What follows belongs to an exercise in optimizing a design on an open flow for small area, a short achievable clock period and few clock cycles per item; a production flow would make more cautious choices.

the baseline:
==> flow/design.v (excerpt) <==
module joystick_axes_to_cursor_motion_unit #(
    parameter int ADC_BITS = jac_pkg::ADC_BITS_DEF
) (
    input  logic                          clk,
    input  logic                          rst_n,
    input  logic                          s_axis_tvalid,
    output logic                          s_axis_tready,
    input  logic [((4*ADC_BITS+8)/8)*8-1:0] s_axis_tdata,
    output logic                          m_axis_tvalid,
    input  logic                          m_axis_tready,
    output logic [jac_pkg::OUT_W-1:0]     m_axis_tdata,
    input  logic                          cfg_we,
    input  logic [2:0]                    cfg_addr,
    input  logic [(ADC_BITS > 8 ? ADC_BITS : 8)-1:0] cfg_data
);
    localparam int QD = 6;               
    localparam int FD = LANE_LAT + 4;    
    logic [9:0] origin_reg [NUM_AXES];
    logic [9:0] amin_reg, amax_reg;
    logic [7:0] max_speed_reg, speed_div_reg;
    logic [6:0] ticks_reg, interval_reg;
    logic       rdy_reg;
    logic       pend_reg;            
    logic [FD-1:0] fed_reg;          
    logic       ivl_wait_reg;        
    logic       allow1_reg;          
    logic       spec_reg;            
    logic       spec_fed_reg;        
    logic       early_reg;           
    logic       dfix_reg;            
    logic       dfix_s_reg;          
  ...
export LEC_CHECK = 0
export CAP_MARGIN = 20
export CORE_MARGIN = 2
export CORE_UTILIZATION = 55
export CTS_BUF_LIST = sky130_fd_sc_hd__clkbuf_8
export CTS_CLUSTER_SIZE = 40
export SETUP_SLACK_MARGIN = 5.0
export SLEW_MARGIN = 20
create_clock -name core_clock -period 8.0 [get_ports {clk}]
standard.sh (not shown) runs the stock make flow with config.mk's settings and CLKGATE_MAP_FILE= SYNTH_SCRIPT=/design/flow/synth_recipe.tcl, a recipe that flattens the netlist after the stock synthesis.
==> flow/flow/run.sh <==
#!/bin/bash
# Standard ORFS layout (the standard.sh, standard synthesis unchanged),
# except that the port buffers inserted before global placement are buf_2
# cells instead of the cell buffer_ports picks by default, and clock tree
# synthesis uses clkbuf_8 cells without dummy loads.
set -euo pipefail
export BUFFER_PORTS_ARGS="-buffer_cell sky130_fd_sc_hd__buf_2"
export CTS_ARGS="-sink_clustering_enable -repair_clock_nets -dont_use_dummy_load -buf_list sky130_fd_sc_hd__clkbuf_8 -sink_clustering_size 40"
bash standard.sh finish > standard_finish.log 2>&1
## Diff of input files: the candidate against the baseline
--- a/flow/design.v
+++ b/flow/design.v
@@ -339,23 +339,22 @@
     logic       res_done_reg;        
     logic [QD-1:0] q_v, q_upd, q_prs;  
     logic          out_valid_reg, out_upd_reg, out_prs_reg;
     logic [35:0]   out_res_reg;
     logic [9:0]  smp_reg [NUM_AXES];
     logic [7:0]  spd_reg [3];
     logic [7:0]  spd3_reg;
     logic [7:0]  u1_reg;             
     logic        n1_reg;             
     logic        xz_reg;             
-    logic [10:0] px_dif_reg, dif_reg, spn_n_reg, spn_p_reg;
-    logic [9:0]  px_ndif_reg, ndif_reg;
-    logic        use_port_reg;       
+    logic [10:0] dif_reg, spn_n_reg, spn_p_reg;  
+    logic [9:0]  ndif_reg;           
     logic [9:0]  rsel, osel;
     logic [3:0]  flag_reg;           
     logic [7:0]  lane_speed, lane_uprod;
     logic        lane_neg;
     logic [7:0]  dv1_reg;            
     logic [9:0]  dv3_reg, ms3_reg;   
     logic [6:0]  ivl127_reg;         
     logic        nz127_reg;          
     logic        lane_sat;
     logic [7:0]  u127, m127;
@@ -368,22 +367,22 @@
         ivl127_reg <= (m127 >= 8'd100) ? 7'd1 : 7'(8'd100 - m127);
         nz127_reg  <= u127 != 8'd0;
     end
     always_comb
     begin
         u127 = {dv1_reg[0], 7'd0} - dv1_reg;
         m127 = u127[7] ? 8'(-u127) : u127;
     end
     jac_axis_lane u_lane (
         .clk       (clk),
-        .diff      (use_port_reg ? px_dif_reg : dif_reg),
-        .ndiff     (use_port_reg ? px_ndif_reg : ndif_reg),
+        .diff      (dif_reg),
+        .ndiff     (ndif_reg),
         .spn_n     (spn_n_reg),
         .spn_p     (spn_p_reg),
         .ms1       (max_speed_reg),
         .ms3       (ms3_reg),
         .dv1       (dv1_reg),
         .dv3       (dv3_reg),
         .speed     (lane_speed),
         .neg       (lane_neg),
         .uprod     (lane_uprod),
         .sat_g     (lane_sat)
@@ -631,30 +630,27 @@
             rsel = smp_reg[2];
             osel = origin_reg[2];
         end
         else if (fed_reg[2])
         begin
             rsel = smp_reg[3];
             osel = origin_reg[3];
         end
         else
         begin
-            rsel = smp_reg[0];
+            rsel = pend_reg ? smp_reg[0] : s_axis_tdata[ADC_BITS-1:0];
             osel = origin_reg[0];
         end
     end
     always_ff @(posedge clk)
     begin
         u1_reg <= lane_uprod;
         n1_reg <= lane_neg;
-        px_dif_reg   <= {1'b0, s_axis_tdata[ADC_BITS-1:0]} - {1'b0, origin_reg[0]};
-        px_ndif_reg  <= origin_reg[0] - s_axis_tdata[ADC_BITS-1:0];
-        use_port_reg <= !fed_reg[0] && !fed_reg[1] && !fed_reg[2] && !pend_reg;
         dif_reg   <= {1'b0, rsel} - {1'b0, osel};
         ndif_reg  <= osel - rsel;
         spn_n_reg <= {1'b0, osel} - {1'b0, amin_reg};
         spn_p_reg <= {1'b0, amax_reg} - {1'b0, osel};
     end
     assign s_axis_tready = rdy_reg;
     assign m_axis_tvalid = out_valid_reg;
     assign m_axis_tdata  = {2'b00, out_upd_reg, out_prs_reg, out_res_reg};
 endmodule
## What came out
The candidate went all the way through synthesis, placement and routing and the layout is clean on timing, DRC and antenna.
Compared with the baseline, in the candidate sum of routed wire length over all layers shrank by 1.7%.
The candidate vs the baseline: final non-filler cell area down in the candidate
The baseline has higher area occupied by multi-input gates than the candidate.
Depth of the most critical reg-to-reg path came out exactly the same in the baseline and the candidate.
Between the baseline and the candidate, the flow reports HPWL reported at the end of detailed placement increasing slightly.
Function was not checked in any run of this note: the RTL went through the layout flow alone.

==> re-timing with driven ports <==
No port has a modelled driver above. Below, the same layouts with a new extraction and two added sets of constraints.
Step 1, drivers: a clkbuf_16 drives clk and a buf_2 each remaining input, both assumed.
Step 2, shift: input delay + t, output delay - t, t = (earliest + latest rising clock arrival at the registers) / 2. This alone moves slack from input paths to output paths.
a / b / c = ideal / step 1 / step 2; a / b = the first two.
run | t, ns | setup WS [ns] | worst setup path at the end | worst data-port slew with drivers (ns)
the baseline | 0.735 | 4.849 / 4.849 / 4.376 | input to register | 0.07
the candidate | 0.725 | 4.589 / 4.604 / 3.879 | input to register | 0.07
After both steps every run listed still meets setup and hold. For the candidate, which loses most, drivers alone change the setup slack by +0.015 ns; drivers and shift together by -0.710 ns.
